This is an optimization exercise on Yosys and OpenROAD, whose aim is a short achievable clock period and few clock cycles, not a production implementation. No functional check of the RTL was part of this run. No activity file was given, so power comes from the tool's default toggle rates.

**flow/design.v**
```verilog
package cpuPkg;
    parameter int dataWidth = 32;
    parameter int regAddrWidth = 5;
    localparam logic [4:0] opRType = 5'b00000;
    localparam logic [4:0] opJ     = 5'b00001;
    localparam logic [4:0] opBne   = 5'b00010;
    localparam logic [4:0] opJal   = 5'b00011;
    localparam logic [4:0] opJr    = 5'b00100;
    localparam logic [4:0] opAddi  = 5'b00101;
    localparam logic [4:0] opBlt   = 5'b00110;
    localparam logic [4:0] opSw    = 5'b00111;
    localparam logic [4:0] opLw    = 5'b01000;
    localparam logic [4:0] aluAdd = 5'd0;
    localparam logic [4:0] aluSub = 5'd1;
    localparam logic [4:0] aluAnd = 5'd2;
    localparam logic [4:0] aluOr  = 5'd3;
    localparam logic [4:0] aluSll = 5'd4;
    localparam logic [4:0] aluSra = 5'd5;
    localparam logic [regAddrWidth-1:0] linkReg = 5'd31;  
    typedef struct packed {
        logic [4:0] opcode;
        logic [regAddrWidth-1:0] rd;
        logic [regAddrWidth-1:0] rs;
        logic [regAddrWidth-1:0] rt;
        logic [4:0] shamt;
        logic [4:0] aluOp;
        logic [1:0] spare;
    } rFmtT;
    typedef struct packed {
        logic [4:0] opcode;
        logic [regAddrWidth-1:0] rd;
        logic [regAddrWidth-1:0] rs;
        logic [16:0] imm;
    } iFmtT;
    typedef struct packed {
        logic [4:0] opcode;
        logic [26:0] target;
    } jFmtT;
    typedef union packed {
        rFmtT rFmt;
        iFmtT iFmt;
        jFmtT jFmt;
    } instrU;
    localparam instrU nopWord = '0;  
    typedef struct packed {
        logic taken;
        logic [dataWidth-1:0] target;
    } redirectT;
    typedef struct packed {
        logic en;
        logic [regAddrWidth-1:0] addr;
        logic [dataWidth-1:0] data;
    } wbReqT;
    typedef struct packed {
        logic [regAddrWidth-1:0] dest;
        logic writesReg;
        logic isLoad;
        logic [dataWidth-1:0] value;  
    } stageTagT;
    function automatic logic [regAddrWidth-1:0] portBReg(instrU ins);
        case (ins.rFmt.opcode)
            opSw, opBne, opBlt, opJr: portBReg = ins.rFmt.rd;
            default: portBReg = ins.rFmt.rt;
        endcase
    endfunction
endpackage
`timescale 1ns/1ps
module cpuTop (
    input  logic clock,
    input  logic rstN,
    output logic [31:0] imemAddress,
    input  logic [31:0] imemData,
    output logic [31:0] dmemAddress,
    output logic [31:0] dmemData,
    output logic dmemWren,
    input  logic [31:0] dmemQ
);
    localparam logic [4:0] opR = 5'd0, opJ = 5'd1, opBne = 5'd2, opJal = 5'd3, opJr = 5'd4,
                           opAddi = 5'd5, opBlt = 5'd6, opSw = 5'd7, opLw = 5'd8;
    localparam int bpBits = 6;
    logic [31:0] pc;
    logic [31:0] specLink, archLink;
    logic [1:0]  bpTab [0:(1<<bpBits)-1];
    logic        vD;
    logic [31:0] irD;
    logic [31:0] pcP1D;
    logic [31:0] altD;         
    logic [31:0] predTgtD;     
    logic        predTkD;
    logic [bpBits-1:0] bpIdxD;
    logic        vE;
    logic [4:0]  opE;
    logic [4:0]  fnE;
    logic [4:0]  shE;
    logic [4:0]  rdE;
    logic        weE, ldE, stE, brE, bltE, jrE, jalE, immSelE;
    logic [31:0] aE, bE, immE;
    logic        fAmE, fAwE, fBmE, fBwE, fSdLdE;
    logic [31:0] pcP1E, altE, predTgtE;
    logic        predTkE;
    logic [bpBits-1:0] bpIdxE;
    logic [31:0] resM;
    logic [4:0]  rdM;
    logic        weM, ldM;
    logic [31:0] sdM;
    logic        wrenM;
    logic [31:0] wbW;
    logic [4:0]  rdW;
    logic        weW;
    logic [31:0] regs [1:31];
    logic [4:0]  opF;
    logic        isBrF, isJF, isJrF, isJalF;
    logic [31:0] pcP1F, brTgtF, jTgtF, predTgtF, nextPc;
    logic        predTkF;
    logic [17:0] lowSum;
    logic [14:0] upP1, upM1, upSel;
    logic        stall, redirect;
    logic [31:0] redirTgt;
    assign imemAddress = pc;
    assign opF    = imemData[31:27];
    assign isBrF  = opF == opBne || opF == opBlt;
    assign isJF   = opF == opJ;
    assign isJalF = opF == opJal;
    assign isJrF  = opF == opJr;
    assign pcP1F  = pc + 32'd1;
    assign jTgtF  = {5'b0, imemData[26:0]};
    assign lowSum = {1'b0, pc[16:0]} + {1'b0, imemData[16:0]} + 18'd1;
    assign upP1 = pc[31:17] + 15'd1;
    assign upM1 = pc[31:17] - 15'd1;
    always_comb begin
        case ({lowSum[17], imemData[16]})
            2'b10:   upSel = upP1;
            2'b01:   upSel = upM1;
            default: upSel = pc[31:17];
        endcase
    end
    assign brTgtF = {upSel, lowSum[16:0]};
    assign predTkF  = isJF || isJalF || isJrF || (isBrF && bpTab[pc[bpBits-1:0]][1]);
    assign predTgtF = isJrF ? specLink : (isBrF ? brTgtF : jTgtF);
    always_comb begin
        if (redirect)     nextPc = redirTgt;
        else if (stall)   nextPc = pc;
        else if (predTkF) nextPc = predTgtF;
        else              nextPc = pcP1F;
    end
    always_ff @(posedge clock or negedge rstN) begin
        if (!rstN) begin
            pc <= '0;
            vD <= 1'b0;
            specLink <= '0;
        end else begin
            pc <= nextPc;
            if (redirect) begin
                vD <= 1'b0;
                specLink <= archLink;
            end else if (!stall) begin
                vD <= 1'b1;
                if (isJalF) specLink <= pcP1F;
            end
        end
    end
    always_ff @(posedge clock) begin
        if (!stall) begin
            irD <= imemData;
            pcP1D <= pcP1F;
            altD <= predTkF ? pcP1F : brTgtF;
            predTgtD <= specLink;
            predTkD <= predTkF;
            bpIdxD <= pc[bpBits-1:0];
        end
    end
    logic [4:0]  opD, rdD, rsD, rtD, srcBD, destD;
    logic        isRD, isAddiD, isLwD, isSwD, isBrD, isJrD, isJalD;
    logic        useAD, useBD, weD;
    logic [31:0] rA, rB, immD;
    assign opD = irD[31:27];
    assign rdD = irD[26:22];
    assign rsD = irD[21:17];
    assign rtD = irD[16:12];
    assign isRD    = opD == opR;
    assign isAddiD = opD == opAddi;
    assign isLwD   = opD == opLw;
    assign isSwD   = opD == opSw;
    assign isBrD   = opD == opBne || opD == opBlt;
    assign isJrD   = opD == opJr;
    assign isJalD  = opD == opJal;
    assign srcBD   = (isSwD || isBrD || isJrD) ? rdD : rtD;
    assign useAD   = isRD || isAddiD || isLwD || isSwD || isBrD;
    assign useBD   = isRD || isBrD || isJrD;           
    assign destD   = isJalD ? 5'd31 : rdD;
    assign weD     = (isRD || isAddiD || isLwD || isJalD) && destD != 5'd0;
    assign immD    = {{15{irD[16]}}, irD[16:0]};
    assign rA = (rsD == 5'd0) ? 32'd0 : (weW && rdW == rsD) ? wbW : regs[rsD];
    assign rB = (srcBD == 5'd0) ? 32'd0 : (weW && rdW == srcBD) ? wbW : regs[srcBD];
    assign stall = vD && vE && ldE && weE &&
                   ((useAD && rsD == rdE) || (useBD && srcBD == rdE));
    always_ff @(posedge clock or negedge rstN) begin
        if (!rstN) begin
            vE <= 1'b0;
            weE <= 1'b0; ldE <= 1'b0; stE <= 1'b0; brE <= 1'b0; jrE <= 1'b0; jalE <= 1'b0;
        end else begin
            vE  <= vD && !redirect && !stall;
            weE <= vD && !redirect && !stall && weD;
            ldE <= vD && !redirect && !stall && isLwD;
            stE <= vD && !redirect && !stall && isSwD;
            brE <= vD && !redirect && !stall && isBrD;
            jrE <= vD && !redirect && !stall && isJrD;
            jalE <= vD && !redirect && !stall && isJalD;
        end
    end
    always_ff @(posedge clock) begin
        opE <= opD;
        fnE <= isRD ? irD[6:2] : 5'd0;
        shE <= irD[11:7];
        rdE <= destD;
        bltE <= opD == opBlt;
        immSelE <= isAddiD || isLwD || isSwD;
        aE <= rA;
        bE <= rB;
        immE <= immD;
        fAmE <= weE && rdE == rsD;
        fAwE <= weM && rdM == rsD;
        fBmE <= weE && rdE == srcBD;
        fBwE <= weM && rdM == srcBD;
        fSdLdE <= weE && ldE && rdE == srcBD;
        pcP1E <= pcP1D;
        altE <= altD;
        predTgtE <= predTgtD;
        predTkE <= predTkD;
        bpIdxE <= bpIdxD;
    end
    logic [31:0] A, B, opnd2, sum, diff, res;
    logic        takenE, ne, lt;
    assign A = fAmE ? resM : fAwE ? wbW : aE;
    assign B = fBmE ? resM : fBwE ? wbW : bE;
    assign opnd2 = immSelE ? immE : B;
    assign sum  = A + opnd2;
    assign diff = A - B;
    always_comb begin
        case (fnE)
            5'd1:    res = diff;
            5'd2:    res = A & B;
            5'd3:    res = A | B;
            5'd4:    res = A << shE;
            5'd5:    res = $signed(A) >>> shE;
            default: res = sum;
        endcase
        if (jalE) res = pcP1E;
    end
    assign ne = A != B;
    assign lt = $signed(B) < $signed(A);
    assign takenE = bltE ? lt : ne;
    assign redirect = (brE && takenE != predTkE) || (jrE && B != predTgtE);
    assign redirTgt = jrE ? B : altE;
    always_ff @(posedge clock or negedge rstN) begin
        if (!rstN) begin
            archLink <= '0;
            for (int i = 0; i < (1<<bpBits); i++) bpTab[i] <= 2'd2;
        end else begin
            if (jalE) archLink <= pcP1E;
            if (brE) begin
                if (takenE && bpTab[bpIdxE] != 2'd3) bpTab[bpIdxE] <= bpTab[bpIdxE] + 2'd1;
                if (!takenE && bpTab[bpIdxE] != 2'd0) bpTab[bpIdxE] <= bpTab[bpIdxE] - 2'd1;
            end
        end
    end
    always_ff @(posedge clock or negedge rstN) begin
        if (!rstN) begin
            weM <= 1'b0; ldM <= 1'b0; wrenM <= 1'b0;
        end else begin
            weM <= weE;
            ldM <= ldE;
            wrenM <= stE;
        end
    end
    always_ff @(posedge clock) begin
        resM <= res;
        rdM <= rdE;
        sdM <= fSdLdE ? dmemQ : B;
    end
    assign dmemAddress = resM;
    assign dmemData = sdM;
    assign dmemWren = wrenM;
    always_ff @(posedge clock or negedge rstN) begin
        if (!rstN) weW <= 1'b0;
        else weW <= weM;
    end
    always_ff @(posedge clock) begin
        wbW <= ldM ? dmemQ : resM;
        rdW <= rdM;
    end
    always_ff @(posedge clock or negedge rstN) begin
        if (!rstN) begin
            for (int i = 1; i < 32; i++) regs[i] <= '0;
        end else if (weW) begin
            regs[rdW] <= wbW;
        end
    end
endmodule
```
**flow/run.sh**
```bash
#!/bin/bash
# synth_recipe.tcl (not shown) runs the flow's synth.tcl, then flattens the netlist and writes it again
# the make line also repeats each setting of config.mk as NAME=value (left out here)
make -C /OpenROAD-flow-scripts/flow DESIGN_CONFIG=/design/flow/config.mk WORK_HOME=/design/flow/orfs CLKGATE_MAP_FILE= SYNTH_SCRIPT=/design/flow/synth_recipe.tcl finish
```
**flow/config.mk**
```make
export PLATFORM = sky130hd
export DESIGN_NAME = cpuTop
export DESIGN_NICKNAME = cpuTop
export VERILOG_FILES = /design/flow/design.v
export SDC_FILE = /design/flow/constraint.sdc
export NUM_CORES = 4
export LEC_CHECK = 0
export ABC_CLOCK_PERIOD_IN_PS = 3500
export CAP_MARGIN = 20
export CELL_PAD_IN_SITES_DETAIL_PLACEMENT = 1
export CELL_PAD_IN_SITES_GLOBAL_PLACEMENT = 2
export CORE_MARGIN = 2
export CORE_UTILIZATION = 35
export SETUP_SLACK_MARGIN = 5
export SLEW_MARGIN = 20
```
**flow/constraint.sdc**
```tcl
create_clock -name core_clock -period 9.0 [get_ports {clock}]
set_input_delay 1.8000 -clock core_clock [delete_from_list [all_inputs] [get_ports {clock}]]
set_output_delay 1.8000 -clock core_clock [all_outputs]
set_load 0.01 [all_outputs]
```
==> flow_summary.json <==
{
  "io_pins": 163,
  "drt-total-wl_um": 538800,
  "ff_latch_area_um2": 41100,
  "cp_max_fo": 8,
  "routabilityCongestion": 0.9605,
  "grt_max_degree": 163,
  "wl_per_cell_um": 44.24,
  "grt_pass1_vias": 81470,
  "ys_ff_latch": 1670,
  "clock-root-buffer": "clkbuf_16",
  "largest_reg_flops": 992,
  "yosys_warnings": 3,
  "post-place-cells": 11410,
  "post-route-period-util_pct": 54.94,
  "drc_errors": 0,
  "hold_violations": 0,
  "maxSlewHeadroom_pct": 16.91,
  "ys_async_sr_fraction_pct": 73.53,
  "finalCriticalPeriod_ps": 4944,
  "design_area_um2": 111400,
  "path_class": "in -> reg",
  "worstPathArrival_ps": 5720,
  "rsz0062_at_grt": "true",
  "worst_pin_slew_ps": 1235,
  "fp.dieW_um": 509.5,
  "die_h_um": 509.5,
  "p_per_area_nw_per_um2": 252.6,
  "largest-register": "regs",
  "syn_area_um2": 89420,
  "overflow": 0,
  "fp.coreArea_um2": 254200,
  "drive_gt1_share_pct": 35.73,
  "viasPerCell": 6.809,
  "ant_nets": 0,
  "place.detailed.hpwl_um": 334100,
  "yosysSeqAreaShare_pct": 45.86,
  "vias": 82920,
  "fin_util_pct": 43.82,
  "syn_to_final_growth_pct": 24.54,
  "antenna_found_initial": 42,
  "cts-buffers-inserted": 196,
  "drt-initial-drc-count": 11600,
  "multi_input_area_um2": 49990,
  "cts_max_level": 4,
  "path_clk_slew_ps": 70,
  "worst_setup_path_end_kind": "register",
  "fmax_mhz": 202.2,
  "cts_buffer_depth": 3,
  "ir_drop_v": 0.0003307,
  "setup_violations": 0,
  "status": "finished clean",
  "initial_utilization_pct": 35.18,
  "clk_latency_ps": 920,
  "nFillCells": 26620,
  "final_cell_mix": "1159 x mux2_2, 1154 x dfrtp_1, 493 x a22oi_1, 436 x buf_4, 434 x nand2_1",
  "synth_cells": 8271,
  "nNetsFinal": 8879,
  "die-area_um2": 259500,
  "syn_nets": 8536,
  "finalSetupTns_ps": 0,
  "reg_top3": "regs: 992 flops, bpTab: 65 flops",
  "leakagePower_nw": 46.88,
  "cp-start-kind": "primary input",
  "layout_commonest_cell": "mux2_2",
  "drt-pass1-iter-count": 10,
  "grt_first_pass_wirelength_um": 721400,
  "grt_use_total_pct": 40.13,
  "port_buffers": 162,
  "hold_path.class": "reg -> reg",
  "use_met1_pct": 51.83,
  "grt_use_met3_pct": 10.33,
  "num_rows": 185,
  "finalPower_mw": 28.13,
  "synth_edf_count": 135,
  "cts.sinks": 1670,
  "cp.required_ps": 9780,
  "max_cap_viol_count": 0,
  "top_usage_layer": "met2",
  "grtUsageMet2_pct": 60.88,
  "synth.distinct_cells": 109,
  "cts_tree": "yes",
  "final_cells": 12180,
  "syn_area_per_cell_um2": 10.81,
  "dpl-instance-area_um2": 95840,
  "fin_worst_skew_ps": 80.99,
  "synth-main-ff-cell": "dfrtp_1",
  "maxSlewViolCount": 0
}
-- per-layer routing --
| layer | vias to the layer above | wire, um |
|---|---|---|
| li1 | 32180 | - |
| met4 | 32 | 36440 |
| met3 | 1554 | 51910 |
| met1 | 43790 | 213800 |
| met5 | - | 252 |
| met2 | 5365 | 236400 |
-- final timing paths --
| kind | startpoint | slack [ps] | to | cells past startpoint |
|---|---|---|---|---|
| worst max-delay path | imemData[1] | 4060 | pc[30] | 23 |
| worst min-delay path | predTgtD[15] | 300 | predTgtE[15] | 0 |
| worst max register to register | pc[0] | 4380 | pc[30] | 23 |
| worst min register to register | predTgtD[15] | 300 | predTgtE[15] | 0 |
| max in group asynchronous | rstN | 6030 | asynchronous set/reset pin | 3 |
| min in group asynchronous | rstN | 810 | regs[19][10] | 1 |
-- cell families (layout without fill, tap and decap cells) --
family / Yosys count / after routing / synth area share (%)
compound gates: 2240 / 2240 / 17.85
simple gates: 1686 / 1690 / 9.185
flops: 1670 / 1670 / 45.86
mux: 1458 / 1467 / 18.85
buf+inv: 858 / 1359 / 3.860
fa+ha+maj: 201 / 202 / 2.843
xor+xnor: 158 / 158 / 1.548
other cells: 0 / 26 / 0
-- per-stage QoR --
step | setup WS, ps | hold WS (ps)
after floorplan | 3496 | 323.3
after global placement | 2273 | 323.6
after detailed placement | 2285 | 327.9
after CTS | 4075 | 291.1
after global routing | 3867 | 302.9
final | 4056 | 303.0
-- critical path, cell delays in order --
cell and delay, ps:
buf_8 100, ha_4 220, nor2b_4 130, o2111ai_4 190
a21oi_2 100, o31a_1 340, a41o_1 230, nor3_2 150
o21bai_1 100, a21oi_2 180, ha_4 190, buf_12 140
ha_4 220, o21ai_4 200, a21oi_2 100, a221oi_4 260
buf_4 170, a21oi_4 50, a31oi_2 220, xnor2_1 90
mux2i_1 180, nor2_1 80, o31a_1 280
-- cell type report --
type	instances	area share (%)
Tap cell	3366	3.782
Clock inverter	68	0.7674
Timing Repair Buffer	825	7.797
Inverter	164	0.6213
Sequential cell	1670	36.91
Clock buffer	302	5.177
Multi-Input combinational cell	5757	44.89
Antenna cell	26	0.05842
-- what timing repair did --
action                                  4_1_cts  5_1_grt
buffers inserted                            222       97
gates resized for setup                     636      564
endpoints found under the setup margin      370      316
hold buffers                                  0        0
pin swaps                                   112      168
endpoints found under the hold margin         0        0
gates cloned                                 36       17
-- power breakdown --
| group | internal (mW) | total (mW) | switching (mW) | leakage, nW |
|---|---|---|---|---|
| Clock | 4.70 | 8.34 | 3.64 | 3.23 |
| Sequential | 8.77 | 9.97 | 1.20 | 20.7 |
| Combinational | 3.98 | 9.82 | 5.84 | 23.0 |
| Total | 17.4 | 28.1 | 10.7 | 46.9 |
-- cells in the mapped netlist, drive strengths merged (33+ instances only) --
| cell type | count | area share (%) |
|---|---|---|
| nor3 | 117 | 0.65 |
| mux4 | 48 | 1.2 |
| clkbuf | 486 | 2.0 |
| nor2b | 49 | 0.34 |
| a22oi | 496 | 4.2 |
| o21a | 58 | 0.49 |
| nor4 | 66 | 0.49 |
| buf | 208 | 1.1 |
| edfxtp | 135 | 4.5 |
| a22o | 158 | 1.5 |
| inv | 162 | 0.68 |
| xor2 | 51 | 0.50 |
| o211ai | 40 | 0.34 |
| ha | 195 | 2.7 |
| o21ai | 362 | 2.0 |
| nand4 | 150 | 1.0 |
| a221oi | 245 | 2.4 |
| a21oi | 388 | 2.2 |
| mux2i | 171 | 1.9 |
| nand2b | 39 | 0.27 |
| a222oi | 92 | 1.0 |
| dfstp | 64 | 1.9 |
| nor2 | 380 | 1.6 |
| xnor2 | 107 | 1.0 |
| nand3 | 169 | 0.95 |
| or2 | 39 | 0.27 |
| mux2 | 1239 | 16 |
| dfrtp | 1164 | 33 |
| nand2 | 507 | 2.1 |
| dfxtp | 307 | 6.9 |
| a211oi | 68 | 0.57 |
| a31oi | 33 | 0.23 |

==> port drivers added, routing unchanged <==
The flow's constraints put no driver on any port. The routed layout listed below was extracted and timed again, unchanged, in two steps.
Step 1 (the two cells are an assumption about what drives the block):
set clk [get_ports {clock}]
set_driving_cell -lib_cell sky130_fd_sc_hd__clkbuf_16 $clk
set_driving_cell -lib_cell sky130_fd_sc_hd__buf_2 [delete_from_list [all_inputs] $clk]
Step 2 adds t to the input delays and takes it off the output delays; t is the mean of the earliest and latest rising clock arrival at the registers after step 1. Input paths then give back, and output paths get back, about the clock's delay inside the block.
a / b / c = ideal ports / drivers / drivers and shift; a / b = the first two.
t (ns): 0.974
setup WS [ns]: 4.056 / 4.111 / 3.136
worst setup path at the end: input to register
latest minus earliest clock arrival (ns): 0.084 / 0.085
worst register clock-pin slew, ns: 0.07 / 0.07
After both steps setup and hold are still met in this run. The setup slack of this run moves by +0.055 ns with the drivers and by -0.920 ns with both steps.
